Background: an optimization exercise with open tools, aiming at small area. Do not read the settings as production practice. At most, simulation tests tie the RTL to the original design; equivalence was not proved. The RTL of run 4 was laid out without a check of its function. No activity file was given, so power comes from the tool's default toggle rates.

--- config.mk ---
export PLATFORM = sky130hd
export DESIGN_NAME = trigger_top
export DESIGN_NICKNAME = trigger_top
export VERILOG_FILES = /design/flow/design.v
export SDC_FILE = /design/flow/constraint.sdc
export NUM_CORES = 4
export LEC_CHECK = 0
export CAP_MARGIN = 20
export CORE_MARGIN = 2
export CORE_UTILIZATION = 65
export CTS_CLUSTER_DIAMETER = 100
export CTS_CLUSTER_SIZE = 30
export SLEW_MARGIN = 20
--- constraint.sdc ---
create_clock -name core_clock -period 5.0 [get_ports {ttc_clk}]
set_input_delay 1.0000 -clock core_clock [delete_from_list [all_inputs] [get_ports {ttc_clk}]]
set_output_delay 1.0000 -clock core_clock [all_outputs]
set_load 0.01 [all_outputs]
--- design.v ---
package trigger_pkg;
    localparam int n_chan          = 5;   
    localparam int trig_num_w      = 24;  
    localparam int timestamp_w     = 44;  
    localparam int trig_type_w     = 3;
    localparam int delay_w         = 16;
    localparam int fifo_depth_log2 = 4;   
    localparam int trig_rec_w      = trig_num_w + trig_type_w + timestamp_w;        
    localparam int acq_rec_w       = 2 * trig_num_w + trig_type_w + n_chan;       
    typedef logic [trig_num_w-1:0]  trig_num_t;
    typedef logic [timestamp_w-1:0] timestamp_t;
    typedef logic [trig_type_w-1:0] trig_type_t;   
    typedef logic [n_chan-1:0]      chan_mask_t;   
    typedef logic [delay_w-1:0]     delay_t;       
    typedef struct packed {
        trig_num_t  trig_num;
        trig_type_t trig_type;
        timestamp_t timestamp;
    } trig_rec_t;
    typedef struct packed {
        trig_num_t  trig_num;
        trig_num_t  event_num;
        trig_type_t trig_type;
        chan_mask_t chan_mask;    
    } acq_rec_t;
    typedef struct packed {
        trig_num_t  trig_num;
        trig_type_t trig_type;
    } acq_req_t;
    typedef struct packed {
        trig_num_t  event_num;
        trig_num_t  trig_num;
        trig_type_t trig_type;
        timestamp_t timestamp;
    } readout_info_t;
    typedef enum logic [2:0] {
        cac_idle,
        cac_delay,       
        cac_fire,        
        cac_wait_done,
        cac_log          
    } cac_state_t;
    typedef enum logic [1:0] {
        tp_idle,
        tp_issue,        
        tp_wait_done
    } tp_state_t;
endpackage
module trigger_top (
    input  logic          ttc_clk,
    input  logic          rst,
    input  logic          rst_trigger_num,         
    input  logic          rst_trigger_timestamp,   
    input  trigger_pkg::trig_num_t     trig_num_preset,    
    input  trigger_pkg::timestamp_t    timestamp_preset,   
    input  logic          ttc_trigger,
    input  trigger_pkg::trig_type_t    trig_type,
    input  trigger_pkg::chan_mask_t    chan_en,
    input  trigger_pkg::delay_t        trig_delay,
    input  trigger_pkg::chan_mask_t    chan_dones,
    output trigger_pkg::chan_mask_t    chan_trig,
    input  logic          readout_ready,
    input  logic          readout_done,
    output logic          initiate_readout,
    output logic          send_empty_event,
    output trigger_pkg::readout_info_t readout_info,
    output trigger_pkg::trig_num_t     trig_num,
    output trigger_pkg::timestamp_t    trig_timestamp,
    output logic          error_trig_rate,
    output logic          error_trig_num,
    output logic          error_trig_type
);
    localparam logic [2:0] C_IDLE  = 3'd0;
    localparam logic [2:0] C_DELAY = 3'd1;
    localparam logic [2:0] C_FIRE  = 3'd2;
    localparam logic [2:0] C_WAIT  = 3'd3;
    localparam logic [2:0] C_LOG   = 3'd4;
    localparam logic [1:0] P_IDLE  = 2'd0;
    localparam logic [1:0] P_ISSUE = 2'd1;
    localparam logic [1:0] P_WAIT  = 2'd2;
    logic [43:0] ts_cnt;
    logic        acq_strobe;
    logic [2:0]  type_q;         
    logic [2:0]  cstate;
    logic [4:0]  mask_q;
    logic [15:0] dcnt;
    logic        x_pos, x_neg;   
    logic [1:0]  pstate;
    logic        empty_q;
    logic [4:0]  nt;             
    logic [3:0]  wp, rp;         
    logic [3:0]  wts, rts;       
    logic [23:0] tn_mem [16];
    logic [23:0] ev_mem [16];
    logic        em_mem [16];
    logic [46:0] ts_mem [15];
    logic        c_idle, c_log, acq_ready, accept, take, full;
    logic [23:0] num_base, inc_in, inc_out, ev_rec;
    assign c_idle    = (cstate == C_IDLE);
    assign c_log     = (cstate == C_LOG);
    assign full      = nt[4];
    assign acq_ready = c_idle && !full && !acq_strobe;
    assign accept    = ttc_trigger && acq_ready;
    assign num_base  = rst_trigger_num ? trig_num_preset : trig_num;
    assign inc_in    = c_log ? trig_num : num_base;
    assign inc_out   = inc_in + 24'd1;
    assign ev_rec    = x_pos ? inc_out : trig_num;
    always_ff @(posedge ttc_clk) begin
        if (rst) begin
            ts_cnt <= '0;
        end else if (rst_trigger_timestamp) begin
            ts_cnt <= timestamp_preset;
        end else begin
            ts_cnt <= ts_cnt + 44'd1;
        end
    end
    always_ff @(posedge ttc_clk) begin
        if (rst) begin
            acq_strobe      <= 1'b0;
            trig_num        <= '0;
            trig_timestamp  <= '0;
            error_trig_rate <= 1'b0;
        end else begin
            acq_strobe <= accept;
            trig_num   <= accept ? inc_out : num_base;
            if (accept) trig_timestamp <= ts_cnt;
            if (ttc_trigger && !acq_ready) error_trig_rate <= 1'b1;
        end
    end
    always_ff @(posedge ttc_clk) begin
        if (accept) type_q <= trig_type;
    end
    logic all_done, to_log, x_zero;
    assign all_done  = ((chan_dones & mask_q) == mask_q);
    assign to_log    = (c_idle && acq_strobe && (chan_en == '0)) ||
                       ((cstate == C_WAIT) && all_done);
    assign chan_trig = (cstate == C_FIRE) ? mask_q : '0;
    assign x_zero    = rst_trigger_num || (!x_pos && !x_neg);
    always_ff @(posedge ttc_clk) begin
        if (rst) begin
            cstate <= C_IDLE;
            x_pos  <= 1'b0;
            x_neg  <= 1'b0;
        end else begin
            x_pos <= to_log ? x_zero : (!accept && !rst_trigger_num && x_pos);
            x_neg <= accept ? x_zero : (!to_log && !rst_trigger_num && x_neg);
            case (cstate)
                C_IDLE: begin
                    if (acq_strobe) begin
                        if (chan_en == '0)          cstate <= C_LOG;
                        else if (trig_delay == '0) cstate <= C_FIRE;
                        else                       cstate <= C_DELAY;
                    end
                end
                C_DELAY: if (dcnt == 16'd1) cstate <= C_FIRE;
                C_FIRE:  cstate <= C_WAIT;
                C_WAIT:  if (all_done) cstate <= C_LOG;
                default: cstate <= C_IDLE;
            endcase
        end
    end
    always_ff @(posedge ttc_clk) begin
        if (c_idle && acq_strobe) begin
            mask_q <= chan_en;
            dcnt   <= trig_delay;
        end else if (cstate == C_DELAY) begin
            dcnt <= dcnt - 16'd1;
        end
    end
    logic        ring_any, save;
    logic [3:0]  wp_prev;
    assign ring_any = (nt > 5'd1) || ((nt == 5'd1) && acq_strobe);
    assign save     = accept && ((nt > 5'd1) || ((nt == 5'd1) && !take));
    assign wp_prev  = wp - 4'd1;
    always_ff @(posedge ttc_clk) begin
        if (rst) begin
            nt  <= '0;
            wp  <= '0;
            rp  <= '0;
            wts <= '0;
            rts <= '0;
        end else begin
            nt <= nt + {4'd0, acq_strobe} - {4'd0, take};
            if (acq_strobe) wp <= wp + 4'd1;
            if (take) rp <= rp + 4'd1;
            if (save) wts <= (wts == 4'd14) ? 4'd0 : wts + 4'd1;
            if (take && ring_any) rts <= (rts == 4'd14) ? 4'd0 : rts + 4'd1;
        end
    end
    always_ff @(posedge ttc_clk) begin
        if (acq_strobe) tn_mem[wp] <= trig_num;
        if (c_log) begin
            ev_mem[wp_prev] <= ev_rec;
            em_mem[wp_prev] <= (mask_q == '0);
        end
        if (save) ts_mem[wts] <= {type_q, trig_timestamp};
    end
    logic [46:0] head_ts;
    logic [15:0] rsel;
    logic [14:0] tsel;
    logic [23:0] head_ev, head_tn;
    logic        head_em;
    assign take     = (pstate == P_IDLE) && readout_ready && (nt > {4'd0, !c_idle});
    assign rsel     = rst ? 16'd0 : (16'd1 << rp);
    assign tsel     = (rst || !ring_any) ? 15'd0 : (15'd1 << rts);
    always_comb begin
        head_ev = '0;
        head_tn = '0;
        head_em = 1'b0;
        head_ts = (rst || ring_any) ? 47'd0 : {type_q, trig_timestamp};
        for (int i = 0; i < 16; i++) begin
            head_ev = head_ev | ({24{rsel[i]}} & ev_mem[i]);
            head_tn = head_tn | ({24{rsel[i]}} & tn_mem[i]);
            head_em = head_em | (rsel[i] & em_mem[i]);
        end
        for (int i = 0; i < 15; i++) begin
            head_ts = head_ts | ({47{tsel[i]}} & ts_mem[i]);
        end
    end
    assign initiate_readout = (pstate == P_ISSUE) && !empty_q;
    assign send_empty_event = (pstate == P_ISSUE) && empty_q;
    assign error_trig_num   = 1'b0;
    assign error_trig_type  = 1'b0;
    always_ff @(posedge ttc_clk) begin
        if (rst || take) begin
            readout_info <= {head_ev, head_tn, head_ts};
            empty_q      <= head_em;
        end
    end
    always_ff @(posedge ttc_clk) begin
        if (rst) begin
            pstate <= P_IDLE;
        end else begin
            case (pstate)
                P_IDLE: if (take) pstate <= P_ISSUE;
                P_ISSUE: pstate <= readout_done ? P_IDLE : P_WAIT;
                P_WAIT:  if (readout_done) pstate <= P_IDLE;
                default: pstate <= P_IDLE;
            endcase
        end
    end
endmodule
--- run.sh ---
#!/bin/bash
# synth_recipe.tcl (not shown) runs the flow's synth.tcl, then flattens the netlist and writes it again
# the make line also repeats each setting of config.mk as NAME=value (left out here)
make -C /OpenROAD-flow-scripts/flow DESIGN_CONFIG=/design/flow/config.mk WORK_HOME=/design/flow/orfs CLKGATE_MAP_FILE= SYNTH_SCRIPT=/design/flow/synth_recipe.tcl finish
==> flow_summary.json, run 1 <==
{
  "io_pins": 277,
  "post-place-ws_ps": 671.5,
  "async_reset_ff_share_pct": 0,
  "yosysUniqueCellTypes": 80,
  "slew_headroom_pct": 26.21,
  "p_leak_nw": 23.82,
  "p_per_area_mw_per_mm2": 402.5,
  "status": "no timing/DRC/antenna violations",
  "final_common_cell": "edfxtp_1",
  "worstPathRequired_ps": 5380,
  "hp-class": "reg2reg",
  "synth_flop_cell": "edfxtp_1",
  "multiInputGateArea_mm2": 0.01492,
  "power_mw": 29.96,
  "synth_edf_count": 1609,
  "fp-row-count": 117,
  "h-tree-depth": 3,
  "syn_inst": 4221,
  "grt_pass1_wl_mm": 274.6,
  "fp.dieW_um": 324.9,
  "postLayoutCellArea_mm2": 0.07444,
  "detail-route-antenna-nets": 0,
  "placedInstanceArea_mm2": 0.07240,
  "antenna_found_initial": 4,
  "hold_violations": 0,
  "clk_path_buf_depth": 3,
  "worst_setup_path_end_kind": "flip-flop",
  "cts_hold_buf": 0,
  "final_cells": 5897,
  "postCtsSetupBuffers": 0,
  "area.growth.synth_to_final_pct": 11.19,
  "ir_drop_mv": 0.5785,
  "seq_area_frac_synth_pct": 76.42,
  "setup_violations": 0,
  "cp_max_fo": 22,
  "max_freq_mhz": 229.8,
  "cp.buffers_inverters": 2,
  "num_antenna_cells": 0,
  "clk_pin_slew_ps": 120,
  "layout_common_cells": "edfxtp_1 (1609), a22oi_1 (298), nand2_1 (294), clkdlybuf4s50_1 (272), buf_4 (170)",
  "final_core_util_pct": 72.95,
  "layout-drive-gt1-share_pct": 8.810,
  "dr.pass1.iters": 7,
  "ys_ff_latch": 1751,
  "syn_area_mm2": 0.06695,
  "fin_crit_ps": 4351,
  "cts-root-buf": "clkbuf_16",
  "cts_resized": 0,
  "ff_latch_area_mm2": 0.05116,
  "rsz0062_at_grt": "false",
  "die_y_um": 324.9,
  "io_buffers": 274,
  "slowest_delay_ps": 870,
  "crit_family": "simple AND/OR/NAND/NOR gates",
  "path_cells": "nor3_1 > inv_1 > ha_1 > nor4bb_1 > a211oi_2 > a311oi_2 > nand3b_1 > nor2_4 > buf_12",
  "grt_max_degree": 78,
  "finalSetupTns_ps": 0,
  "finalNetCount": 4621,
  "gp_congestion": 0.9033,
  "synth_warnings": 1,
  "grtUsageTotal_pct": 35.77,
  "die_area_mm2": 0.1056,
  "vias_per_cell": 7.051,
  "cts_tree": "done",
  "tightest_slew_ps": 1105,
  "whs_ps": 490.3,
  "hpwl_mm": 114.3,
  "start_util_pct": 65.61,
  "worstSkewPairLatency_ps": 710,
  "wl_mm": 190.9,
  "worstPathArrival_ps": 4730,
  "clock_sink_count": 1751,
  "fin_ws_ps": 648.9,
  "cts_buffers": 69,
  "slowest_stage": "a311oi_2",
  "avgSynthCellArea_um2": 15.86,
  "place_inst": 5785,
  "grt_overflow_total": 0,
  "fin_skew_ps": 33.51,
  "wire_per_inst_um": 32.38,
  "nFillCells": 6520,
  "finalCritPeriodShare_pct": 87.02,
  "cap_violations": 0,
  "start_kind": "flip-flop",
  "drtIter0Drc": 6361,
  "vias": 41580,
  "grt_pass1_vias": 40100,
  "core_area_mm2": 0.1020,
  "slew_violations": 0,
  "drc": 0,
  "worstSetupPathType": "reg2reg"
}
## cells in the mapped netlist, drive strengths merged, types with 23 or more instances
cell type,number,area share (%)
a211oi,38,0.43
a21oi,114,0.85
a221oi,103,1.3
a222oi,108,1.6
a22o,84,1.1
a22oi,298,3.3
a31o,24,0.31
and2,24,0.22
and3,70,0.65
buf,81,0.61
clkbuf,190,1.1
dfxtp,142,4.2
edfxtp,1609,72
ha,28,0.52
inv,41,0.23
mux2i,83,1.2
nand2,295,1.7
nand3,79,0.61
nand4,94,0.88
nor2,171,0.96
nor3,87,0.68
nor4,23,0.27
o21ai,80,0.60
xnor2,49,0.64
xor2,32,0.42
## worst paths after layout
kind | end | cells past startpoint | slack (ps) | start
worst min register to register | trig_timestamp[43] | 2 | 490 | ts_cnt[43]
worst max-delay path | ts_mem[5][18] | 9 | 650 | cstate[0]
worst min-delay path | trig_timestamp[43] | 2 | 490 | ts_cnt[43]
worst max register to register | ts_mem[5][18] | 9 | 650 | cstate[0]
## metal layers
layer  share of wire (%)  wire length, um  global-route usage, %  vias up
li1                    -                -                      -    17510
met1                  36            68640                  47.39    20970
met2                  50            94810                  60.34     2668
met3                 9.9            18810                  5.293      436
met4                 4.5             8662                  14.28        4
met5               0.014               27                      0        -
## registers in the layout, summed over array words and instances (netlist names), 16 cells and up
| name | cells |
|---|---|
| ts_mem | 705 |
| ts_cnt | 44 |
| trig_num | 24 |
| ev_mem | 384 |
| tn_mem | 384 |
| dcnt | 16 |
| em_mem | 16 |
| readout_info | 95 |
| trig_timestamp | 44 |
## cells by family (layout without fill, tap and decap cells)
logic type	count (synthesis)	after routing	share of synthesized area, %
flip-flops	1751	1751	76.42
AO/OA/AOI/OAI	1005	1005	11.54
AND/OR/NAND/NOR	946	946	7.068
buffers and inverters	313	620	1.912
multiplexers	95	95	1.443
XOR/XNOR	81	81	1.060
adder cells (fa/ha/maj)	29	29	0.5532
other	1	2	0.005601
## final cells by class
type | count | area share, %
sequential | 1751 | 68.73
tap | 1368 | 2.299
timing repair buffer | 466 | 5.985
multi-input combinational | 2158 | 20.04
clock inverter | 5 | 0.1093
clock buffer | 107 | 2.625
inverter | 42 | 0.2135
## worst min-delay path: stages (launching register included)
cell and delay [ps]:
dfxtp_1 350, nand2_1 60, a21oi_1 50
## where the power goes
group          internal [mW]  switching [mW]
Clock                   2.82            4.22
Sequential              17.2           0.730
Combinational           1.87            3.12
==> inputs of run 2 (changes only) <==
--- a/config.mk
+++ b/config.mk
@@ -7,7 +7,5 @@
 export LEC_CHECK = 0
 export CAP_MARGIN = 20
 export CORE_MARGIN = 2
-export CORE_UTILIZATION = 65
-export CTS_CLUSTER_DIAMETER = 100
-export CTS_CLUSTER_SIZE = 30
+export CORE_UTILIZATION = 40
 export SLEW_MARGIN = 20
==> run 2 against run 1 <==
Still clean on timing, DRC and antenna. Final cell count up 18%. Via count increased by 1.0%. Critical path depth grew 1. Die area increased by 62%. Clock power grew 82%. Count of clock-buffer cells in the layout grew 114. Sequential share of layout area is 4.2 points lower. Non-clock buffer count grew 20. Setup slack improved by 210 ps. Largest power group unchanged.
==> flow_summary.json, run 2 <==
{
  "h-tree-depth": 4,
  "cts_buffers": 174,
  "worstSetupPathType": "reg2reg",
  "r2r_slack_ps": 860,
  "worstPathRequired_ps": 5440,
  "met1_usage_pct": 34.17,
  "synth_top_area_cell": "edfxtp_1",
  "area.growth.synth_to_final_pct": 18.45,
  "largest_reg_flops": 705,
  "ir_drop_mv": 0.4646,
  "seq_area_frac_synth_pct": 76.42,
  "cts_hold_buf": 0,
  "syn_area_mm2": 0.06695,
  "p_leak_nw": 25.69,
  "finalCritPeriodShare_pct": 82.87,
  "synth_warnings": 1,
  "wire_per_inst_um": 29.65,
  "core_area_mm2": 0.1667,
  "slew_headroom_pct": 25.85,
  "ys_ff_latch": 1751,
  "status": "no timing/DRC/antenna violations",
  "io_buffers": 274,
  "cts_tree": "done",
  "wl_mm": 206.3,
  "r2r_end": "ts_mem[1][0]",
  "worstSkewPairLatency_ps": 820,
  "final_common_cell": "edfxtp_1",
  "grtUsageTotal_pct": 23.72,
  "clk_path_buf_depth": 3,
  "reg2reg_depth": 10,
  "gp_congestion": 0.8607,
  "yosysUniqueCellTypes": 80,
  "hold_path_depth": 2,
  "p_per_area_mw_per_mm2": 452.6,
  "drtIter0Drc": 6377,
  "fp.dieW_um": 413.1,
  "fin_crit_ps": 4144,
  "avgSynthCellArea_um2": 15.86,
  "clk_pin_slew_ps": 60,
  "rsz0062_at_grt": "false",
  "synth_edf_count": 1609,
  "slowest_delay_ps": 860,
  "grt-busiest-layer": "met2",
  "hp-class": "reg2reg",
  "reg.largest.list": "ts_mem (705), ev_mem (384), tn_mem (384)",
  "cap_violations": 0,
  "hpwl_mm": 124.8,
  "slew_violations": 0,
  "io_pins": 277,
  "dr.pass1.iters": 9,
  "layout-drive-gt1-share_pct": 12.21,
  "synth_top_area_share_pct": 72.17,
  "whs_ps": 471.6,
  "holdPathEnd": "trig_timestamp[43]",
  "hold_start": "ts_cnt[43]",
  "use_met2_pct": 36.43,
  "tightest_slew_ps": 1112,
  "vias_per_cell": 6.038,
  "fin_skew_ps": 43.00,
  "grt_pass1_wl_mm": 291.3,
  "crit_path_frequent_cell": "buf_4",
  "worst_setup_path_end_kind": "flip-flop",
  "worstPathArrival_ps": 4580,
  "synth_flop_cell": "edfxtp_1",
  "drc": 0,
  "slowest_stage": "a311oi_2",
  "rr_startpoint": "cstate[2]",
  "finalNetCount": 4746,
  "path_cells": "nor3_1 > buf_4 > inv_1 > ha_1 > nor4bb_1 > a211oi_2 > a311oi_2 > nand3b_1 > nor3_4 > buf_4",
  "layout_common_cells": "edfxtp_1 (1609), a22oi_1 (298), nand2_1 (294), clkdlybuf4s50_1 (272), buf_4 (187)",
  "finalSetupTns_ps": 0,
  "cts-root-buf": "clkbuf_16",
  "die_y_um": 413.1,
  "syn_inst": 4221,
  "largest-register": "ts_mem",
  "detail-route-antenna-nets": 0,
  "grt_max_degree": 88,
  "synth.area.top_cells": "edfxtp_1 (72%), dfxtp_1 (4.2%), a22oi_1 (3.3%), nand2_1 (1.7%), a222oi_1 (1.6%)",
  "use_met3_pct": 4.803,
  "fp-row-count": 150,
  "start_kind": "flip-flop",
  "setup_violations": 0,
  "start_util_pct": 40.17,
  "max_freq_mhz": 241.3,
  "die_area_mm2": 0.1707,
  "cp_max_fo": 31,
  "grt_overflow_total": 0,
  "synth_common_cells": "edfxtp_1 (1609), a22oi_1 (298), nand2_1 (295)",
  "clock_sink_count": 1751,
  "antenna_found_initial": 12,
  "hold_violations": 0,
  "grt_pass1_vias": 40120,
  "postCtsSetupBuffers": 0,
  "vias": 42000,
  "cts_resized": 0,
  "async_reset_ff_share_pct": 0,
  "synth.most_common_cell": "edfxtp_1"
}
-- run 2: changes by cell type in the layout (fill, tap and decap cells not counted), moves of 6 or more --
cell and change:
buf_4 +17, bufinv_16 +9, clkbuf_8 +6, nor2_4 +7, nor2_2 -7, clkinv_1 +35
clkinv_2 +22, clkinv_16 +8, clkbuf_16 +102
-- run 2: cell families after synthesis --
group                      Yosys count  share of synthesized area [%]
DFF                               1751                          76.42
AOI/OAI and AO/OA                 1005                          11.54
and+or+nand+nor                    946                          7.068
buffers and inverters              313                          1.912
muxes                               95                          1.443
xor gates and xnor gates            81                          1.060
adders and majority gates           29                         0.5532
other                                1                       0.005601
-- run 2: critical path, delay by kind of cell, from the launching register on --
kind / cells / cell delay [ps]
adder cells (fa/ha/maj): 1 / 260
flip-flops: 1 / 430
buffers and inverters: 3 / 770
AO/OA/AOI/OAI: 2 / 950
AND/OR/NAND/NOR: 4 / 1320
-- run 2: area by class of cell --
class	instances	area [um^2]
Fill cell	14170	87360
Sequential cell	1751	51160
Multi-Input combinational cell	2158	14950
Timing Repair Buffer	486	4673
Clock buffer	221	4614
Tap cell	2204	2758
Clock inverter	93	978.4
Inverter	42	158.9
Antenna cell	1	2.502
-- run 2: how the worst max path moves through the flow --
| stage | start | end | slack (ps) |
|---|---|---|---|
| global route | cstate[2] | ts_mem[1][21] | 620 |
| finish | cstate[2] | ts_mem[1][0] | 860 |
| floorplan | cstate[1] | ts_mem[4][0] | 270 |
| CTS | cstate[0] | ts_mem[1][0] | 860 |
| global placement | readout_ready | ts_mem[1][16] | 630 |
| detailed placement | readout_ready | ts_mem[1][12] | 620 |
-- run 2: per-layer routing --
metal / vias to the layer above / wire, um / part of all wire [%]
li1: 17870 / - / -
met1: 21460 / 86210 / 42
met2: 2336 / 93600 / 45
met3: 319 / 20910 / 10
met4: 16 / 5431 / 2.6
met5: - / 95 / 0.046
-- run 2: report_power, final --
group / internal [mW] / switching, mW
Clock: 7.12 / 5.65
Combinational: 1.90 / 3.30
Sequential: 17.2 / 0.697
-- run 2: stage by stage --
stage / setup slack [ps] / instances / total power [mW] / utilization [%] / area, um^2
6_report: 856.3 / 6956 / 35.89 / 47.58 / 79300
3_5_place_dp: 625.0 / 6639 / 23.40 / 44.19 / 73640
3_3_place_gp: 625.5 / 6635 / 23.35 / 44.14 / 73560
2_1_floorplan: 265.4 / 4222 / 20.30 / - / 66970
5_1_grt: 619.5 / 6955 / 36.98 / 47.58 / 79300
4_1_cts: 863.3 / 6953 / 36.06 / 47.54 / 79240
==> inputs of run 3 (changes only) <==
--- a/config.mk
+++ b/config.mk
@@ -7,5 +7,7 @@
 export LEC_CHECK = 0
 export CAP_MARGIN = 20
 export CORE_MARGIN = 2
-export CORE_UTILIZATION = 40
+export CORE_UTILIZATION = 72
+export CTS_CLUSTER_DIAMETER = 100
+export CTS_CLUSTER_SIZE = 25
 export SLEW_MARGIN = 20
==> run 3 against run 2 <==
Highest routed layer unchanged. Power decreased by 16%. First-iteration DRC count increased by 9.4%. Critical endpoint is now ev_mem[4][15]. Cell area decreased by 6.2%. Setup slack improved by 190 ps. Wire length decreased by 10%. Synthesized area unchanged. Flip-flop and latch count unchanged. Clock power decreased by 42%. Count of clock-buffer cells in the layout decreased by 80. Final cell count decreased by 17%. Critical path depth decreased by 2.
==> flow_summary.json, run 3 <==
{
  "die_y_um": 308.9,
  "cts_hold_buf": 0,
  "antenna_found_initial": 2,
  "layout_common_cells": "edfxtp_1 (1609), a22oi_1 (298), nand2_1 (294), clkdlybuf4s50_1 (272), buf_4 (156)",
  "syn_area_mm2": 0.06695,
  "dr.pass1.iters": 9,
  "grtUsageTotal_pct": 38.81,
  "area.growth.synth_to_final_pct": 11.14,
  "synth_top_area_cell": "edfxtp_1",
  "hold_path_depth": 2,
  "cp_max_fo": 47,
  "fp-row-count": 111,
  "clock_sink_count": 1751,
  "io_pins": 277,
  "vias": 41830,
  "grt_max_degree": 64,
  "finalCritPeriodShare_pct": 79.04,
  "layout-drive-gt1-share_pct": 8.597,
  "rsz0062_at_grt": "false",
  "finalNetCount": 4615,
  "drtIter0Drc": 6975,
  "fin_crit_ps": 3952,
  "clkPwrFrac_pct": 24.5,
  "slew_headroom_pct": 19.27,
  "syn_inst": 4221,
  "p_leak_nw": 23.85,
  "p_sw_share_pct": 26.66,
  "hpwl_mm": 108.8,
  "h-tree-depth": 3,
  "largest-register": "ts_mem",
  "reg2reg_depth": 8,
  "vias_per_cell": 7.222,
  "p_int_mw": 22.19,
  "worstPathArrival_ps": 4460,
  "post-place-ws_ps": 969.7,
  "cts_tree": "done",
  "seq_area_frac_synth_pct": 76.42,
  "start_kind": "flip-flop",
  "synth_flop_cell": "edfxtp_1",
  "tightest_slew_ps": 1208,
  "fp.dieW_um": 308.9,
  "synth.area.top_cells": "edfxtp_1 (72%), dfxtp_1 (4.2%), a22oi_1 (3.3%), nand2_1 (1.7%), a222oi_1 (1.6%)",
  "yosysUniqueCellTypes": 80,
  "drc": 0,
  "largest_reg_flops": 705,
  "start_util_pct": 72.82,
  "fin_skew_ps": 33.55,
  "final_common_cell": "edfxtp_1",
  "postCtsSetupBuffers": 0,
  "clk_path_buf_depth": 3,
  "cts_buffers": 80,
  "worst_setup_path_end_kind": "flip-flop",
  "core_area_mm2": 0.09194,
  "hp-class": "reg2reg",
  "cts_resized": 0,
  "reg.largest.list": "ts_mem (705), ev_mem (384), tn_mem (384)",
  "ir_drop_mv": 0.4288,
  "synth_top_area_share_pct": 72.17,
  "combPwrFrac_pct": 16.3,
  "p_switching_mw": 8.065,
  "p_seq_share_pct": 59.2,
  "synth_warnings": 1,
  "hold_violations": 0,
  "synth_common_cells": "edfxtp_1 (1609), a22oi_1 (298), nand2_1 (295)",
  "setup_violations": 0,
  "avgSynthCellArea_um2": 15.86,
  "detail-route-antenna-nets": 0,
  "io_buffers": 274,
  "wire_per_inst_um": 32.04,
  "cts-root-buf": "clkbuf_16",
  "gp_congestion": 0.9324,
  "status": "no timing/DRC/antenna violations",
  "wl_mm": 185.6,
  "ys_ff_latch": 1751,
  "fin_ws_ps": 1048,
  "p_per_area_mw_per_mm2": 406.6,
  "synth.most_common_cell": "edfxtp_1",
  "worstSkewPairLatency_ps": 700,
  "clk_pin_slew_ps": 100,
  "slew_violations": 0,
  "grt_pass1_vias": 40320,
  "worstSetupPathType": "reg2reg",
  "grt_pass1_wl_mm": 265.4,
  "finalSetupTns_ps": 0,
  "max_freq_mhz": 253.0,
  "async_reset_ff_share_pct": 0,
  "synth_edf_count": 1609,
  "worstPathRequired_ps": 5500,
  "grt_overflow_total": 0,
  "die_area_mm2": 0.09544,
  "cap_violations": 0
}
## run 3: logic make-up after synthesis
kind of cell / count (synthesis) / share of synthesized area, %
adder cells (fa/ha/maj): 29 / 0.5532
other: 1 / 0.005601
buffers and inverters: 313 / 1.912
XOR/XNOR: 81 / 1.060
multiplexers: 95 / 1.443
flip-flops: 1751 / 76.42
AO/OA/AOI/OAI: 1005 / 11.54
AND/OR/NAND/NOR: 946 / 7.068
## run 3: layout make-up
cell class / instances / area (um^2)
Fill cell: 4972 / 17540
Inverter: 42 / 157.7
Sequential cell: 1751 / 51160
Multi-Input combinational cell: 2158 / 14920
Clock inverter: 7 / 68.82
Clock buffer: 141 / 2252
Timing Repair Buffer: 449 / 4285
Tap cell: 1243 / 1555
Antenna cell: 1 / 2.502
## run 3: critical path, cell delays in order (launching register included)
cell,delay (ps)
dfxtp_1,570
or3b_1,660
nand2_1,340
buf_4,500
mux2i_1,650
o21ai_1,300
mux2i_1,180
a22oi_1,250
buf_4,290
## run 3: final timing paths
path | slack (ps) | start | end
worst max-delay path | 1050 | cstate[2] | ev_mem[4][15]
worst min-delay path | 480 | ts_cnt[43] | trig_timestamp[43]
worst max register to register | 1050 | cstate[2] | ev_mem[4][15]
worst min register to register | 480 | ts_cnt[43] | trig_timestamp[43]
## run 3: per-stage QoR
stage          hold slack [ps]  instances  power [mW]  utilization, %  instance area (um^2)
6_report                 483.4       5792       30.25           80.93                 74410
5_1_grt                  508.3       5792       31.05           80.93                 74410
3_5_place_dp             463.0       5642       23.07           78.38                 72070
2_1_floorplan            431.9       4222       20.30               -                 66970
4_1_cts                  478.9       5790       30.18           80.91                 74390
3_3_place_gp             452.4       5642       22.97           78.38                 72070
## run 3: metal layers
metal	share of wire (%)	global-route usage (%)	wire, um
met1	34	50.74	63010
met2	49	63.11	90460
met3	11	6.954	21020
met4	6.0	20.81	11110
met5	0.0070	0	13
## run 3: power groups by stage
stage          logic (mW)  registers [mW]  clock network, mW
2_1_floorplan        2.12            18.2                  0
3_3_place_gp         4.77            18.2                  0
3_5_place_dp         4.85            18.2                  0
4_1_cts              4.88            17.9               7.40
5_1_grt              5.20            18.0               7.87
6_report             4.94            17.9               7.40
==> inputs of run 4 (changes only) <==
--- a/design.v
+++ b/design.v
@@ -201,13 +201,13 @@
     logic [23:0] head_ev, head_tn;
     logic        head_em;
     assign take     = (pstate == P_IDLE) && readout_ready && (nt > {4'd0, !c_idle});
-    assign rsel     = rst ? 16'd0 : (16'd1 << rp);
-    assign tsel     = (rst || !ring_any) ? 15'd0 : (15'd1 << rts);
+    assign rsel     = 16'd1 << rp;
+    assign tsel     = ring_any ? (15'd1 << rts) : 15'd0;
     always_comb begin
         head_ev = '0;
         head_tn = '0;
         head_em = 1'b0;
-        head_ts = (rst || ring_any) ? 47'd0 : {type_q, trig_timestamp};
+        head_ts = ring_any ? 47'd0 : {type_q, trig_timestamp};
         for (int i = 0; i < 16; i++) begin
             head_ev = head_ev | ({24{rsel[i]}} & ev_mem[i]);
             head_tn = head_tn | ({24{rsel[i]}} & tn_mem[i]);
@@ -222,17 +222,19 @@
     assign error_trig_num   = 1'b0;
     assign error_trig_type  = 1'b0;
     always_ff @(posedge ttc_clk) begin
-        if (rst || take) begin
-            readout_info <= {head_ev, head_tn, head_ts};
-            empty_q      <= head_em;
-        end
-    end
-    always_ff @(posedge ttc_clk) begin
-        if (rst) begin
-            pstate <= P_IDLE;
+        if (rst) begin
+            pstate       <= P_IDLE;
+            empty_q      <= 1'b0;
+            readout_info <= '0;
         end else begin
             case (pstate)
-                P_IDLE: if (take) pstate <= P_ISSUE;
+                P_IDLE: begin
+                    if (take) begin
+                        readout_info <= {head_ev, head_tn, head_ts};
+                        empty_q      <= head_em;
+                        pstate       <= P_ISSUE;
+                    end
+                end
                 P_ISSUE: pstate <= readout_done ? P_IDLE : P_WAIT;
                 P_WAIT:  if (readout_done) pstate <= P_IDLE;
                 default: pstate <= P_IDLE;
--- a/config.mk
+++ b/config.mk
@@ -7,7 +7,5 @@
 export LEC_CHECK = 0
 export CAP_MARGIN = 20
 export CORE_MARGIN = 2
-export CORE_UTILIZATION = 72
-export CTS_CLUSTER_DIAMETER = 100
-export CTS_CLUSTER_SIZE = 25
+export CORE_UTILIZATION = 40
 export SLEW_MARGIN = 20
==> run 4 against run 3 <==
Still clean on timing, DRC and antenna. Sequential share of layout area is 6.9 points lower. Utilization decreased by 33 points. Register-to-register slack got worse by 380 ps. Setup slack got worse by 380 ps. Clock power increased by 78%. Synthesized cell count grew 8.8%.
==> flow_summary.json, run 4 <==
{
  "slew_violations": 0,
  "cap_violations": 0,
  "grt_pass1_vias": 43600,
  "r2r_slack_ps": 660,
  "finalNetCount": 5122,
  "final_common_cell": "edfxtp_1",
  "whs_ps": 432.9,
  "p_per_area_mw_per_mm2": 489.1,
  "synth_warnings": 1,
  "largest_reg_flops": 705,
  "gp_congestion": 0.8736,
  "synth_common_cells": "edfxtp_1 (1513), nor2_1 (273), nand2_1 (252)",
  "layout-drive-gt1-share_pct": 14.42,
  "multiInputGateArea_mm2": 0.01728,
  "grtUsageTotal_pct": 25.54,
  "max_freq_mhz": 230.6,
  "largest-register": "ts_mem",
  "grt_pass1_wl_mm": 321.6,
  "async_reset_ff_share_pct": 0,
  "cts_resized": 0,
  "finalSetupTns_ps": 0,
  "postLayoutCellArea_mm2": 0.08121,
  "worstSkewPairLatency_ps": 850,
  "synth.most_common_cell": "edfxtp_1",
  "hpwl_mm": 140.6,
  "clk_path_buf_depth": 3,
  "rsz0062_at_grt": "false",
  "dr.pass1.iters": 7,
  "worst_setup_path_end_kind": "flip-flop",
  "syn_area_mm2": 0.06865,
  "synth_top_area_share_pct": 66.18,
  "drtIter0Drc": 5967,
  "ir_drop_mv": 0.4726,
  "fin_crit_ps": 4337,
  "status": "no timing/DRC/antenna violations",
  "tightest_slew_ps": 1175,
  "worstSetupPathType": "reg2reg",
  "nFillCells": 14590,
  "fin_skew_ps": 68.82,
  "h-tree-depth": 4,
  "io_pins": 277,
  "cts_buffers": 180,
  "detail-route-antenna-nets": 0,
  "slowest_stage": "nor2_4",
  "cts-root-buf": "clkbuf_16",
  "ff_latch_area_mm2": 0.05022,
  "wire_per_inst_um": 30.78,
  "grt_max_degree": 91,
  "yosysUniqueCellTypes": 94,
  "postCtsSetupBuffers": 0,
  "core_area_mm2": 0.1710,
  "crit_path_frequent_cell": "buf_4",
  "synth.area.top_cells": "edfxtp_1 (66%), dfxtp_1 (6.9%), a22oi_1 (2.6%), mux2_2 (2.1%), mux2i_1 (1.8%)",
  "start_util_pct": 40.15,
  "vias_per_cell": 6.059,
  "synth_top_area_cell": "edfxtp_1",
  "slowest_delay_ps": 870,
  "drc": 0,
  "placedInstanceArea_mm2": 0.07534,
  "wl_mm": 227.3,
  "ys_ff_latch": 1751,
  "area.growth.synth_to_final_pct": 18.29,
  "clock_sink_count": 1751,
  "p_leak_nw": 26.66,
  "worstPathArrival_ps": 4830,
  "layout_common_cells": "edfxtp_1 (1513), clkdlybuf4s50_1 (271), nor2_1 (252), nand2_1 (251), buf_4 (237)",
  "cp.buffers_inverters": 4,
  "final_cells": 7385,
  "cp_max_fo": 20,
  "avgSynthCellArea_um2": 14.95,
  "start_kind": "flip-flop",
  "die_area_mm2": 0.1750,
  "hold_violations": 0,
  "crit_family": "simple AND/OR/NAND/NOR gates",
  "vias": 44750,
  "worstPathRequired_ps": 5490,
  "finalCritPeriodShare_pct": 86.74,
  "path_cells": "nor3_1 > inv_1 > ha_1 > nand4bb_1 > o211ai_1 > inv_6 > a211oi_1 > nand3b_1 > buf_4 > nor2_4 > buf_4",
  "grt_overflow_total": 0,
  "antenna_found_initial": 11,
  "slew_headroom_pct": 21.46,
  "cts_tree": "done",
  "fp-row-count": 152,
  "cts_hold_buf": 0,
  "hp-class": "reg2reg",
  "clk_pin_slew_ps": 60,
  "synth_flop_cell": "edfxtp_1",
  "syn_inst": 4593,
  "die_y_um": 418.3,
  "io_buffers": 274,
  "setup_violations": 0,
  "reg.largest.list": "ts_mem (705), ev_mem (384), tn_mem (384)",
  "fp.dieW_um": 418.3,
  "place_inst": 7039,
  "synth_edf_count": 1513,
  "seq_area_frac_synth_pct": 73.12
}
## run 4: cell count changes after synthesis, sizes merged, moves of 64 or more
cell	before	now
mux2	12	127
nor2	171	275
dfxtp	142	238
edfxtp	1609	1513
a21oi	114	181
a22oi	298	234
## run 4: stage by stage
stage                     total power [mW]  setup WS (ps)  util [%]
after floorplan                      22.22          457.2         -
after global routing                 41.02          330.5     47.49
after detailed placement             26.77          493.5     44.06
after CTS                            39.86          646.3     47.47
after global placement               26.71          539.3     44.04
final                                39.72          663.1     47.50
## run 4: area by class of cell
| class | count | area share (%) |
|---|---|---|
| timing repair buffer | 528 | 5.991 |
| antenna | 5 | 0.01541 |
| inverter | 54 | 0.2558 |
| tap | 2233 | 3.441 |
| clock buffer | 243 | 6.038 |
| sequential | 1751 | 61.84 |
| multi-input combinational | 2474 | 21.28 |
| clock inverter | 97 | 1.139 |
## run 4: final timing paths
kind | from | end | depth (start not counted)
min reg2reg | ts_cnt[43] | trig_timestamp[43] | 2
max reg2reg | cstate[1] | ts_mem[5][33] | 11
max | cstate[1] | ts_mem[5][33] | 11
min | ts_cnt[43] | trig_timestamp[43] | 2
## run 4: cell families after synthesis
kind of cell | count (synthesis) | share of synthesized area [%]
multiplexers | 252 | 3.979
AND/OR/NAND/NOR | 1028 | 7.376
adder cells (fa/ha/maj) | 29 | 0.5395
other | 1 | 0.005463
XOR/XNOR | 77 | 0.9824
AO/OA/AOI/OAI | 1086 | 11.82
buffers and inverters | 369 | 2.178
flip-flops | 1751 | 73.12
## run 4: report_power, final
| part | switching, mW | internal, mW | total, mW | leakage, nW |
|---|---|---|---|---|
| registers | 0.895 | 17.0 | 17.9 | 16.2 |
| clock network | 5.79 | 7.41 | 13.2 | 2.83 |
| logic | 5.50 | 3.10 | 8.60 | 7.60 |
| total | 12.2 | 27.5 | 39.7 | 26.7 |
## run 4: worst reg2reg max path: cells and delay by family (launching register included)
family	cells	cell delay, ps
adders and majority gates	1	310
buffers and inverters	4	790
DFF	1	420
AOI/OAI and AO/OA	2	830
and+or+nand+nor	4	1690
## run 4: routing by layer
metal | global-route usage (%) | wire [um]
met3 | 3.907 | 19420
met1 | 33.15 | 87110
met4 | 10.80 | 9917
met5 | 0 | 29
met2 | 42.68 | 110800
==> inputs of run 5 (changes only) <==
--- a/design.v
+++ b/design.v
@@ -201,13 +201,13 @@
     logic [23:0] head_ev, head_tn;
     logic        head_em;
     assign take     = (pstate == P_IDLE) && readout_ready && (nt > {4'd0, !c_idle});
-    assign rsel     = 16'd1 << rp;
-    assign tsel     = ring_any ? (15'd1 << rts) : 15'd0;
+    assign rsel     = rst ? 16'd0 : (16'd1 << rp);
+    assign tsel     = (rst || !ring_any) ? 15'd0 : (15'd1 << rts);
     always_comb begin
         head_ev = '0;
         head_tn = '0;
         head_em = 1'b0;
-        head_ts = ring_any ? 47'd0 : {type_q, trig_timestamp};
+        head_ts = (rst || ring_any) ? 47'd0 : {type_q, trig_timestamp};
         for (int i = 0; i < 16; i++) begin
             head_ev = head_ev | ({24{rsel[i]}} & ev_mem[i]);
             head_tn = head_tn | ({24{rsel[i]}} & tn_mem[i]);
@@ -222,19 +222,17 @@
     assign error_trig_num   = 1'b0;
     assign error_trig_type  = 1'b0;
     always_ff @(posedge ttc_clk) begin
-        if (rst) begin
-            pstate       <= P_IDLE;
-            empty_q      <= 1'b0;
-            readout_info <= '0;
+        if (rst || take) begin
+            readout_info <= {head_ev, head_tn, head_ts};
+            empty_q      <= head_em;
+        end
+    end
+    always_ff @(posedge ttc_clk) begin
+        if (rst) begin
+            pstate <= P_IDLE;
         end else begin
             case (pstate)
-                P_IDLE: begin
-                    if (take) begin
-                        readout_info <= {head_ev, head_tn, head_ts};
-                        empty_q      <= head_em;
-                        pstate       <= P_ISSUE;
-                    end
-                end
+                P_IDLE: if (take) pstate <= P_ISSUE;
                 P_ISSUE: pstate <= readout_done ? P_IDLE : P_WAIT;
                 P_WAIT:  if (readout_done) pstate <= P_IDLE;
                 default: pstate <= P_IDLE;
==> flow/run.sh (new file) <==
#!/bin/bash
# Own layout flow: the standard flow, with two changes that only affect how the layout is
# built: ABC maps the logic with an area-recovering script (the registers, mapped by dfflibmap
# before ABC, are untouched), and the port buffers use the smallest buffer cell.
set -euo pipefail
W=$(pwd)

# synthesis: the standard flow's own synthesis script; only the ABC script it reads is different
rm -rf "$W/syn_scripts"
cp -r "$FLOW_HOME/scripts" "$W/syn_scripts"
cp "$W/flow/abc_area.script" "$W/syn_scripts/abc_speed.script"
bash standard.sh SCRIPTS_DIR="$W/syn_scripts" synth > "$W/synth.log" 2>&1

# the rest of the standard flow
echo 'export BUFFER_PORTS_ARGS = -buffer_cell sky130_fd_sc_hd__buf_1' >> "$W/config.mk"
bash standard.sh > "$W/layout.log" 2>&1
==> flow/abc_area.script (new file) <==
&get -n
&st
&syn2
&dch -f
&nf -a -R 1000
&st
&dch -f
&nf -a -R 1000
&put
==> standard.sh (new file) <==
#!/bin/bash
# synth_recipe.tcl (not shown) runs the flow's synth.tcl, then flattens the netlist and writes it again
# the make line also repeats each setting of config.mk as NAME=value (left out here)
make -C /OpenROAD-flow-scripts/flow DESIGN_CONFIG=/design/flow/config.mk WORK_HOME=/design/flow/orfs CLKGATE_MAP_FILE= SYNTH_SCRIPT=/design/flow/synth_recipe.tcl "${@:-finish}"
--- a/config.mk
+++ b/config.mk
@@ -5,7 +5,11 @@
 export SDC_FILE = /design/flow/constraint.sdc
 export NUM_CORES = 4
 export LEC_CHECK = 0
-export CAP_MARGIN = 20
+export CAP_MARGIN = 5
 export CORE_MARGIN = 2
-export CORE_UTILIZATION = 40
-export SLEW_MARGIN = 20
+export CORE_UTILIZATION = 70
+export CTS_CLUSTER_DIAMETER = 100
+export CTS_CLUSTER_SIZE = 25
+export GPL_TIMING_DRIVEN = 0
+export SLEW_MARGIN = 5
+export BUFFER_PORTS_ARGS = -buffer_cell sky130_fd_sc_hd__buf_1
removed: run.sh
==> run 5 against run 4 <==
Still clean on timing, DRC and antenna. Critical path type unchanged. Largest power group unchanged. Synthesized area is 7.9% lower. Largest cell class unchanged. Combinational power decreased by 53%. Critical path depth decreased by 2.
==> flow_summary.json, run 5 <==
{
  "status": "no timing/DRC/antenna violations",
  "clk_pin_slew_ps": 100,
  "wl_mm": 172.5,
  "antenna_found_initial": 3,
  "rsz0062_at_grt": "false",
  "h-tree-depth": 3,
  "slowest_delay_ps": 680,
  "reg2reg_depth": 9,
  "clk_path_buf_depth": 3,
  "setup_violations": 0,
  "finalNetCount": 4241,
  "finalCritPeriodShare_pct": 96.24,
  "grt_pass1_wl_mm": 247.6,
  "cap_violations": 0,
  "yosysUniqueCellTypes": 46,
  "worstSetupPathType": "reg2reg",
  "cts_tree": "done",
  "post-place-ws_ps": -1720,
  "final_cells": 5327,
  "core_area_mm2": 0.08974,
  "reg.largest.list": "ts_mem (705), ev_mem (384), tn_mem (384)",
  "fin_ws_ps": 187.9,
  "largest-register": "ts_mem",
  "grt_pass1_vias": 38080,
  "holdPathEnd": "x_neg",
  "cts-root-buf": "clkbuf_16",
  "fin_skew_ps": 48.43,
  "whs_ps": 478.5,
  "p_int_mw": 21.91,
  "p_seq_share_pct": 62.0,
  "p_switching_mw": 7.911,
  "worstPathArrival_ps": 5200,
  "cp_max_fo": 93,
  "hp-class": "reg2reg",
  "max_freq_mhz": 207.8,
  "fin_crit_ps": 4812,
  "crit_family": "simple AND/OR/NAND/NOR gates",
  "slowest_stage": "nor2_1",
  "vias_per_cell": 7.333,
  "cp.buffers_inverters": 3,
  "fp.dieW_um": 304.5,
  "p_sw_share_pct": 26.53,
  "worstSkewPairLatency_ps": 700,
  "synth_warnings": 1,
  "synth_common_cells": "edfxtp_1 (1609), a222oi_1 (353), nand2_1 (352)",
  "r2r_end": "ts_mem[12][27]",
  "worstPathRequired_ps": 5380,
  "synth.most_common_cell": "edfxtp_1",
  "area.growth.synth_to_final_pct": 12.82,
  "drtIter0Drc": 6985,
  "start_util_pct": 70.42,
  "path_cells": "nor2_1 > nand3_4 > inv_16 > nand2_1 > a31oi_1 > or3b_1 > nor2_4 > buf_16 > buf_16",
  "clock_sink_count": 1751,
  "cts_buffers": 80,
  "start_kind": "flip-flop",
  "seq_area_frac_synth_pct": 80.95,
  "hold_start": "x_neg",
  "final_common_cell": "edfxtp_1",
  "ys_ff_latch": 1751,
  "io_pins": 277,
  "gp_congestion": 0.8921,
  "slew_headroom_pct": 14.66,
  "synth_top_area_share_pct": 76.46,
  "syn_area_mm2": 0.06320,
  "clkPwrFrac_pct": 24.5,
  "ir_drop_mv": 0.3783,
  "io_buffers": 274,
  "hold_violations": 0,
  "place_inst": 5183,
  "synth_top_area_cell": "edfxtp_1",
  "async_reset_ff_share_pct": 0,
  "r2r_slack_ps": 190,
  "grtUsageTotal_pct": 36.79,
  "hold_path_depth": 2,
  "layout_common_cells": "edfxtp_1 (1609), a222oi_1 (353), nand2_1 (352), buf_1 (272), a21oi_1 (149)",
  "slew_violations": 0,
  "grt_max_degree": 94,
  "largest_reg_flops": 705,
  "synth_flop_cell": "edfxtp_1",
  "tightest_slew_ps": 1280,
  "layout-drive-gt1-share_pct": 8.096,
  "wire_per_inst_um": 32.38,
  "die_area_mm2": 0.09270,
  "final_core_util_pct": 79.45,
  "synth_edf_count": 1609,
  "hpwl_mm": 102.2,
  "vias": 39060,
  "combPwrFrac_pct": 13.4,
  "dr.pass1.iters": 8,
  "synth.area.top_cells": "edfxtp_1 (76%), a222oi_1 (5.6%), dfxtp_1 (4.5%), nand2_1 (2.1%), a22oi_1 (1.7%)",
  "detail-route-antenna-nets": 0,
  "worst_setup_path_end_kind": "flip-flop",
  "fp-row-count": 110,
  "drc": 0,
  "p_per_area_mw_per_mm2": 418.2,
  "p_leak_nw": 22.68,
  "crit_path_frequent_cell": "buf_16",
  "die_y_um": 304.5,
  "grt_overflow_total": 0,
  "power_mw": 29.82,
  "avgSynthCellArea_um2": 17.52,
  "syn_inst": 3608,
  "rr_startpoint": "acq_strobe"
}
[run 5: layout make-up]
type	instances	area, um^2
repair buffers	414	3675
diodes	1	2.502
well taps	1176	1471
flip-flops and latches	1751	51160
plain buffers	2	15.01
inverters	39	170.2
fillers	4655	18440
clock buffers	120	2216
multi-input cells	1820	12530
clock inverters	4	56.30
[run 5: kinds of logic after synthesis]
family / count (synthesis) / synth area share, %
other: 1 / 0.005934
buffers and inverters: 41 / 0.2554
adders and majority gates: 29 / 0.5861
DFF: 1751 / 80.95
xor gates and xnor gates: 68 / 0.9424
muxes: 34 / 0.5524
AOI/OAI and AO/OA: 849 / 10.67
and+or+nand+nor: 835 / 6.039
[run 5: worst min-delay path: stages (launching register included)]
cell,delay [ps]
dfxtp_1,320
nand3_1,70
nand2_1,50
[run 5: worst max-delay path by stage]
stage,cells past startpoint,to,start
after global placement,8,readout_info[33],rst
after global routing,15,ev_mem[8][20],trig_num[0]
after detailed placement,16,ev_mem[14][20],rst_trigger_num
final,9,ts_mem[12][27],acq_strobe
after CTS,14,ev_mem[3][14],cstate[2]
after floorplan,16,ev_mem[0][20],cstate[2]
[run 5: stage by stage]
step / instance area (um^2) / setup TNS (ps)
after floorplan: 63300 / 0
after global placement: 65800 / -3710470
after detailed placement: 68750 / -418250
after CTS: 71130 / 0
after global routing: 71300 / 0
final: 71300 / 0
[run 5: what timing repair did]
action	CTS	global route
hold buffers	0	0
setup buffers	4	12
setup endpoints to repair	920	219
resized for setup	12	6
cloned	2	1
pin swaps	3	6
[run 5: metal layers]
| layer | wire length [um] | vias up | track usage [%] |
|---|---|---|---|
| li1 | - | 16140 | - |
| met1 | 58790 | 19420 | 49.33 |
| met2 | 84610 | 3011 | 60.43 |
| met3 | 22150 | 488 | 7.767 |
| met4 | 6924 | 6 | 13.93 |
| met5 | 31 | - | 0 |
[run 5: power groups by stage]
stage / logic, mW / registers (mW) / clock network (mW)
4_1_cts: 3.86 / 18.5 / 7.33
6_report: 4.01 / 18.5 / 7.32
2_1_floorplan: 1.79 / 18.7 / 0
5_1_grt: 4.25 / 18.6 / 7.82
3_5_place_dp: 3.79 / 18.8 / 0
3_3_place_gp: 3.35 / 18.8 / 0
==> inputs of run 6 (changes only) <==
--- a/config.mk
+++ b/config.mk
@@ -5,11 +5,10 @@
 export SDC_FILE = /design/flow/constraint.sdc
 export NUM_CORES = 4
 export LEC_CHECK = 0
-export CAP_MARGIN = 5
+export CAP_MARGIN = 20
 export CORE_MARGIN = 2
 export CORE_UTILIZATION = 70
 export CTS_CLUSTER_DIAMETER = 100
 export CTS_CLUSTER_SIZE = 25
-export GPL_TIMING_DRIVEN = 0
-export SLEW_MARGIN = 5
+export SLEW_MARGIN = 20
 export BUFFER_PORTS_ARGS = -buffer_cell sky130_fd_sc_hd__buf_1
==> run 6 against run 5 <==
Flip-flop and latch count did not move. Highest routed layer unchanged. Utilization fell by 1.7 points. Cell area fell by 2.2%. Global-route usage fell by 0.40 points. Synthesized cell count did not move. Critical endpoint is now ev_mem[13][14]. Die area did not move. Sequential power barely moved. Maximum frequency rose by 3.5%. Count of clock-buffer cells in the layout rose by 9. Setup slack improved by 160 ps.
==> flow_summary.json, run 6 <==
{
  "finalNetCount": 4241,
  "vias": 38630,
  "start_util_pct": 70.42,
  "largest-register": "ts_mem",
  "fp-row-count": 110,
  "status": "no timing/DRC/antenna violations",
  "p_leak_nw": 22.27,
  "fin_skew_ps": 32.90,
  "hold_violations": 0,
  "drc": 0,
  "hpwl_mm": 93.44,
  "reg.largest.list": "ts_mem (705), ev_mem (384), tn_mem (384)",
  "layout_common_cells": "edfxtp_1 (1609), a222oi_1 (353), nand2_1 (352), buf_1 (272), a21oi_1 (145)",
  "grtUsageTotal_pct": 36.38,
  "slew_headroom_pct": 23.38,
  "gp_congestion": 0.9355,
  "tightest_slew_ps": 1149,
  "start_kind": "flip-flop",
  "final_common_cell": "edfxtp_1",
  "yosysUniqueCellTypes": 46,
  "io_pins": 277,
  "num_antenna_cells": 0,
  "worstPathArrival_ps": 5000,
  "synth_edf_count": 1609,
  "setup_violations": 0,
  "ys_ff_latch": 1751,
  "place_inst": 5201,
  "startpoint": "cstate[2]",
  "final_core_util_pct": 77.73,
  "nFillCells": 5041,
  "largest_reg_flops": 705,
  "wl_mm": 169.5,
  "synth_flop_cell": "edfxtp_1",
  "hold_path_depth": 2,
  "io_buffers": 274,
  "synth_top_area_share_pct": 76.46,
  "drtIter0Drc": 7463,
  "cts_tree": "done",
  "die_area_mm2": 0.09270,
  "cts_hold_buf": 0,
  "cap_violations": 0,
  "finalCritPeriodShare_pct": 92.95,
  "grt_max_degree": 51,
  "clk_path_buf_depth": 3,
  "ir_drop_mv": 0.3447,
  "worstSkewPairLatency_ps": 690,
  "avgSynthCellArea_um2": 17.52,
  "wire_per_inst_um": 31.76,
  "reg2reg_depth": 15,
  "dr.pass1.iters": 11,
  "grt_pass1_vias": 37890,
  "antenna_found_initial": 3,
  "syn_area_mm2": 0.06320,
  "slew_violations": 0,
  "postCtsSetupBuffers": 0,
  "detail-route-antenna-nets": 0,
  "fp.dieW_um": 304.5,
  "synth_common_cells": "edfxtp_1 (1609), a222oi_1 (353), nand2_1 (352)",
  "cts-root-buf": "clkbuf_16",
  "cp_max_fo": 16,
  "layout-drive-gt1-share_pct": 8.007,
  "p_per_area_mw_per_mm2": 425.0,
  "synth.area.top_cells": "edfxtp_1 (76%), a222oi_1 (5.6%), dfxtp_1 (4.5%), nand2_1 (2.1%), a22oi_1 (1.7%)",
  "synth.most_common_cell": "edfxtp_1",
  "cts_buffers": 80,
  "worstPathRequired_ps": 5350,
  "fin_crit_ps": 4647,
  "vias_per_cell": 7.241,
  "rsz0062_at_grt": "false",
  "grt_overflow_total": 0,
  "max_freq_mhz": 215.2,
  "hp-class": "reg2reg",
  "synth_top_area_cell": "edfxtp_1",
  "clk_pin_slew_ps": 100,
  "final_cells": 5335,
  "worstSetupPathType": "reg2reg",
  "area.growth.synth_to_final_pct": 10.38,
  "seq_area_frac_synth_pct": 80.95,
  "async_reset_ff_share_pct": 0,
  "grt_pass1_wl_mm": 245.9,
  "h-tree-depth": 3,
  "r2r_slack_ps": 350,
  "die_y_um": 304.5,
  "critPathCapture": "ev_mem[13][14]",
  "power_mw": 29.64,
  "clock_sink_count": 1751,
  "worst_setup_path_end_kind": "flip-flop",
  "syn_inst": 3608,
  "core_area_mm2": 0.08974,
  "r2r_end": "ev_mem[13][14]",
  "synth_warnings": 1,
  "rr_startpoint": "cstate[2]"
}
## run 6: per-layer routing
metal	share of wire (%)	GRT usage, %	up-vias	routed length [um]
met4	3.8	14.18	4	6419
met1	35	49.63	19230	58850
met5	0.017	0	-	28
met3	13	5.918	385	21440
met2	49	60.07	2890	82730
li1	-	-	16120	-
## run 6: critical path, cell delays in order, from the launching register on
cell	delay [ps]
dfxtp_1	490
nor3b_1	370
nand2b_4	250
mux2i_1	150
clkinv_1	100
ha_1	240
nand2_1	130
or3_1	400
or3_1	410
nor2_1	160
nand2_1	80
or3_1	330
buf_4	150
o21ai_0	140
o21ai_0	150
a21oi_1	760
## run 6: cell families after synthesis
group | Yosys count | share of synthesized area (%)
AND/OR/NAND/NOR | 835 | 6.039
multiplexers | 34 | 0.5524
flip-flops | 1751 | 80.95
AO/OA/AOI/OAI | 849 | 10.67
XOR/XNOR | 68 | 0.9424
other | 1 | 0.005934
buffers and inverters | 41 | 0.2554
adder cells (fa/ha/maj) | 29 | 0.5861
## run 6: report_power, final
part | internal, mW | switching [mW] | total (mW) | leakage [nW]
Sequential | 17.6 | 0.665 | 18.2 | 16.1
Clock | 3.14 | 4.21 | 7.35 | 1.10
Combinational | 1.13 | 2.93 | 4.06 | 5.07
Total | 21.8 | 7.81 | 29.6 | 22.3
## run 6: repair_timing
action,4_1_cts,5_1_grt
gates cloned,0,0
resized for setup,1,1
setup endpoints to repair,16,16
pin swaps,0,0
## run 6: worst min path at each step
| stage | startpoint | slack [ps] | end |
|---|---|---|---|
| after floorplan | pstate[0] | 440 | pstate[1] |
| after global placement | pstate[1] | 460 | pstate[1] |
| after detailed placement | ts_cnt[31] | 480 | trig_timestamp[31] |
| after CTS | ts_cnt[6] | 490 | trig_timestamp[6] |
| after global routing | ts_cnt[43] | 510 | trig_timestamp[43] |
| final | ts_cnt[31] | 480 | trig_timestamp[31] |
## run 6: area by class of cell
type / instances / area (um^2) / share of cell area, %
Sequential cell: 1751 / 51160 / 73.34
Inverter: 39 / 156.4 / 0.2242
Tap cell: 1176 / 1471 / 2.109
Timing Repair Buffer: 419 / 2335 / 3.347
Multi-Input combinational cell: 1817 / 12330 / 17.67
Clock buffer: 129 / 2250 / 3.225
Clock inverter: 4 / 56.30 / 0.08072
## run 6: per-stage QoR
| stage | setup slack, ps | setup TNS (ps) | cell area, um^2 | hold slack [ps] |
|---|---|---|---|---|
| after floorplan | 160.2 | 0 | 63300 | 435.5 |
| after global placement | 108.6 | 0 | 67350 | 456.9 |
| after detailed placement | -143.7 | -2294 | 67370 | 475.4 |
| after CTS | 268.4 | 0 | 69680 | 489.6 |
| after global routing | 23.66 | 0 | 69750 | 505.4 |
| final | 352.7 | 0 | 69750 | 484.6 |
==> inputs of run 7 (changes only) <==
==> flow/run.sh (replaced) <==
#!/bin/bash
# Own layout flow: the standard flow, with two changes that only affect how the layout is
# built: ABC maps the logic with an area-recovering script (the registers, mapped by dfflibmap
# before ABC, are untouched), the port buffers use the smallest buffer cell, and clock tree synthesis adds no dummy loads.
set -euo pipefail
W=$(pwd)

# synthesis: the standard flow's own synthesis script; only the ABC script it reads is different
rm -rf "$W/syn_scripts"
cp -r "$FLOW_HOME/scripts" "$W/syn_scripts"
cp "$W/flow/abc_area.script" "$W/syn_scripts/abc_speed.script"
bash standard.sh SCRIPTS_DIR="$W/syn_scripts" synth > "$W/synth.log" 2>&1

# the rest of the standard flow
cat >> "$W/config.mk" <<'EOC'
export BUFFER_PORTS_ARGS = -buffer_cell sky130_fd_sc_hd__buf_1
export CTS_ARGS = -sink_clustering_enable -repair_clock_nets -sink_clustering_size 25 -sink_clustering_max_diameter 100 -dont_use_dummy_load
EOC
bash standard.sh > "$W/layout.log" 2>&1
--- a/config.mk
+++ b/config.mk
@@ -5,10 +5,11 @@
 export SDC_FILE = /design/flow/constraint.sdc
 export NUM_CORES = 4
 export LEC_CHECK = 0
-export CAP_MARGIN = 20
+export CAP_MARGIN = 5
 export CORE_MARGIN = 2
 export CORE_UTILIZATION = 70
 export CTS_CLUSTER_DIAMETER = 100
 export CTS_CLUSTER_SIZE = 25
-export SLEW_MARGIN = 20
+export SLEW_MARGIN = 5
 export BUFFER_PORTS_ARGS = -buffer_cell sky130_fd_sc_hd__buf_1
+export CTS_ARGS = -sink_clustering_enable -repair_clock_nets -sink_clustering_size 25 -sink_clustering_max_diameter 100 -dont_use_dummy_load
==> run 7 against run 6 <==
Non-clock buffer count shrank 1. Cell area shrank 0.53%. Largest power group unchanged. Sequential power is essentially flat. Critical path depth shrank 4. Highest routed layer unchanged. Count of clock-buffer cells in the layout shrank 49. Global-route usage grew 0.20 points. Register-to-register slack gained 20 ps.
==> flow_summary.json, run 7 <==
{
  "synth_flop_cell": "edfxtp_1",
  "worstSkewPairLatency_ps": 680,
  "place_inst": 5200,
  "fp.dieW_um": 304.5,
  "nFillCells": 4989,
  "worstPathArrival_ps": 4890,
  "wl_mm": 170.2,
  "postLayoutCellArea_mm2": 0.06939,
  "fp-row-count": 110,
  "dr.pass1.iters": 12,
  "start_util_pct": 70.42,
  "cts_tree": "done",
  "syn_area_mm2": 0.06320,
  "rr_startpoint": "cstate[2]",
  "holdPathEnd": "pstate[1]",
  "path_cells": "nor3b_1 > nand2b_4 > buf_4 > mux2i_1 > or3_1 > nor4_1 > nor4b_1 > nand2_1 > nor2_1 > xnor2_1 > a21oi_1",
  "r2r_end": "ev_mem[3][23]",
  "gp_congestion": 0.9355,
  "die_y_um": 304.5,
  "syn_inst": 3608,
  "hold_start": "pstate[1]",
  "finalCritPeriodShare_pct": 92.49,
  "ir_drop_mv": 0.3715,
  "largest-register": "ts_mem",
  "use_met2_pct": 60.36,
  "area.growth.synth_to_final_pct": 9.794,
  "detail-route-antenna-nets": 0,
  "synth_top_area_cell": "edfxtp_1",
  "fin_skew_ps": 55.88,
  "slew_violations": 0,
  "hold_violations": 0,
  "reg2reg_depth": 11,
  "synth.area.top_cells": "edfxtp_1 (76%), a222oi_1 (5.6%), dfxtp_1 (4.5%), nand2_1 (2.1%), a22oi_1 (1.7%)",
  "worstSetupPathType": "reg2reg",
  "grt_max_degree": 51,
  "worst_setup_path_end_kind": "flip-flop",
  "setup_violations": 0,
  "fin_crit_ps": 4624,
  "clk_path_buf_depth": 3,
  "grt-busiest-layer": "met2",
  "reg.largest.list": "ts_mem (705), ev_mem (384), tn_mem (384)",
  "cts-root-buf": "clkbuf_16",
  "met1_usage_pct": 49.46,
  "synth_edf_count": 1609,
  "die_area_mm2": 0.09270,
  "grt_overflow_total": 0,
  "crit_family": "simple AND/OR/NAND/NOR gates",
  "synth.most_common_cell": "edfxtp_1",
  "power_mw": 29.22,
  "core_area_mm2": 0.08974,
  "synth_warnings": 1,
  "cp.buffers_inverters": 1,
  "worstPathRequired_ps": 5270,
  "use_met3_pct": 6.703,
  "io_buffers": 274,
  "largest_reg_flops": 705,
  "p_leak_nw": 22.14,
  "hold_path_depth": 1,
  "p_per_area_mw_per_mm2": 421.2,
  "vias": 38530,
  "avgSynthCellArea_um2": 17.52,
  "hp-class": "reg2reg",
  "layout-drive-gt1-share_pct": 7.698,
  "ys_ff_latch": 1751,
  "status": "no timing/DRC/antenna violations",
  "hpwl_mm": 93.23,
  "grtUsageTotal_pct": 36.58,
  "seq_area_frac_synth_pct": 80.95,
  "start_kind": "flip-flop",
  "slew_headroom_pct": 13.54,
  "final_cells": 5282,
  "r2r_slack_ps": 380,
  "cap_violations": 0,
  "layout_common_cells": "edfxtp_1 (1609), a222oi_1 (353), nand2_1 (352), buf_1 (272), a21oi_1 (154)",
  "slowest_stage": "a21oi_1",
  "drc": 0,
  "h-tree-depth": 3,
  "cp_max_fo": 20,
  "yosysUniqueCellTypes": 46,
  "io_pins": 277,
  "clk_pin_slew_ps": 100,
  "rsz0062_at_grt": "false",
  "vias_per_cell": 7.295,
  "grt_pass1_wl_mm": 246.8,
  "async_reset_ff_share_pct": 0,
  "antenna_found_initial": 3,
  "finalNetCount": 4240,
  "clock_sink_count": 1751,
  "placedInstanceArea_mm2": 0.06735,
  "tightest_slew_ps": 1297,
  "synth_top_area_share_pct": 76.46,
  "max_freq_mhz": 216.3,
  "synth_common_cells": "edfxtp_1 (1609), a222oi_1 (353), nand2_1 (352)",
  "wire_per_inst_um": 32.23,
  "slowest_delay_ps": 990,
  "drtIter0Drc": 7414,
  "cts_buffers": 80,
  "final_common_cell": "edfxtp_1",
  "grt_pass1_vias": 38030
}
## run 7: cell counts after synthesis
Identical to the previous run, type by type.
## run 7: worst reg2reg max path, stage by stage, from the launching register on
cell and delay (ps):
dfxtp_1 470, nor3b_1 460, nand2b_4 270, buf_4 340, mux2i_1 220, or3_1 420
nor4_1 270, nor4b_1 370, nand2_1 130, nor2_1 170, xnor2_1 110, a21oi_1 990
## run 7: how the worst max path moves through the flow
| stage | start | end | slack (ps) | depth (start not counted) |
|---|---|---|---|---|
| 6_report | cstate[2] | ev_mem[3][23] | 380 | 11 |
| 5_1_grt | cstate[2] | ev_mem[7][15] | 70 | 13 |
| 4_1_cts | cstate[2] | ev_mem[0][16] | 180 | 15 |
| 3_5_place_dp | rst_trigger_num | ev_mem[13][20] | -180 | 16 |
| 3_3_place_gp | rst_trigger_num | ev_mem[4][20] | 110 | 16 |
| 2_1_floorplan | cstate[2] | ev_mem[0][20] | 160 | 16 |
## run 7: metrics by stage
step | TNS (ps) | utilization [%] | worst slack, ps | hold WS, ps
finish | 0 | 77.32 | 375.7 | 483.2
global route | 0 | 77.32 | 72.66 | 502.9
CTS | 0 | 77.29 | 175.8 | 480.9
detailed placement | -2853 | 75.05 | -178.6 | 464.1
global placement | 0 | 75.05 | 108.6 | 456.9
floorplan | 0 | - | 160.2 | 435.5
## run 7: layout make-up
type,count,area [um^2],share of cell area [%]
diodes,1,2.502,0.003607
clock buffers,80,2002,2.885
inverters,39,156.4,0.2254
multi-input cells,1817,12290,17.72
flip-flops and latches,1751,51160,73.73
well taps,1176,1471,2.121
repair buffers,418,2302,3.318
## run 7: kinds of logic after synthesis
kind of cell / count (synthesis) / synth area share, %
muxes: 34 / 0.5524
xor gates and xnor gates: 68 / 0.9424
AOI/OAI and AO/OA: 849 / 10.67
DFF: 1751 / 80.95
adders and majority gates: 29 / 0.5861
other: 1 / 0.005934
buffers and inverters: 41 / 0.2554
and+or+nand+nor: 835 / 6.039
## run 7: where the power goes
group / internal (mW) / switching (mW)
logic: 1.13 / 2.92
clock network: 2.87 / 4.07
registers: 17.6 / 0.658
total: 21.6 / 7.66
## run 7: layer usage
layer / share of wire (%) / routed length, um
met2: 49 / 83530
met5: 0.014 / 23
met1: 35 / 58910
met4: 3.7 / 6228
met3: 13 / 21520
## run 7: repair_timing
action                     in CTS  in global routing
setup endpoints to repair      16                 46
hold buffers                    0                  0
setup buffers                   0                  0
gates resized for setup         1                  4

what the ideal ports hide:
How much do the figures lean on ideal ports? The routed layouts below were timed once more, with nothing changed but the port constraints. Step 1 (the two cells are an assumption about what drives the block):
set clk [get_ports {ttc_clk}]
set_driving_cell -lib_cell sky130_fd_sc_hd__clkbuf_16 $clk
set_driving_cell -lib_cell sky130_fd_sc_hd__buf_2 [delete_from_list [all_inputs] $clk]
Step 2, shift: input delay + t, output delay - t, t = (earliest + latest rising clock arrival at the registers) / 2. This alone moves slack from input paths to output paths. a / b / c = ideal / step 1 / step 2; a / b = the first two.
| run | t (ns) | slack for setup (ns) | hold slack, ns | worst slew at a driven data input, ns |
|---|---|---|---|---|
| run 1 | 0.766 | 0.649 / 0.649 / 0.649 | 0.490 / 0.490 / 0.490 | 0.05 |
| run 2 | 0.895 | 0.856 / 0.856 / 0.597 | 0.472 / 0.472 / 0.472 | 0.11 |
| run 3 | 0.754 | 1.048 / 1.048 / 0.874 | 0.483 / 0.483 / 0.483 | 0.08 |
| run 4 | 0.913 | 0.663 / 0.663 / 0.400 | 0.433 / 0.433 / 0.433 | 0.10 |
| run 5 | 0.756 | 0.188 / 0.188 / -0.467 | 0.479 / 0.463 / 0.479 | 0.13 |
| run 6 | 0.747 | 0.353 / 0.353 / 0.194 | 0.485 / 0.458 / 0.485 | 0.14 |
| run 7 | 0.730 | 0.376 / 0.376 / 0.332 | 0.483 / 0.482 / 0.483 | 0.14 |
Met with ideal ports but missed after step 2: setup timing in run 5. For run 5, which loses most, drivers alone change the setup slack by 0.000 ns; drivers and shift together by -0.655 ns.
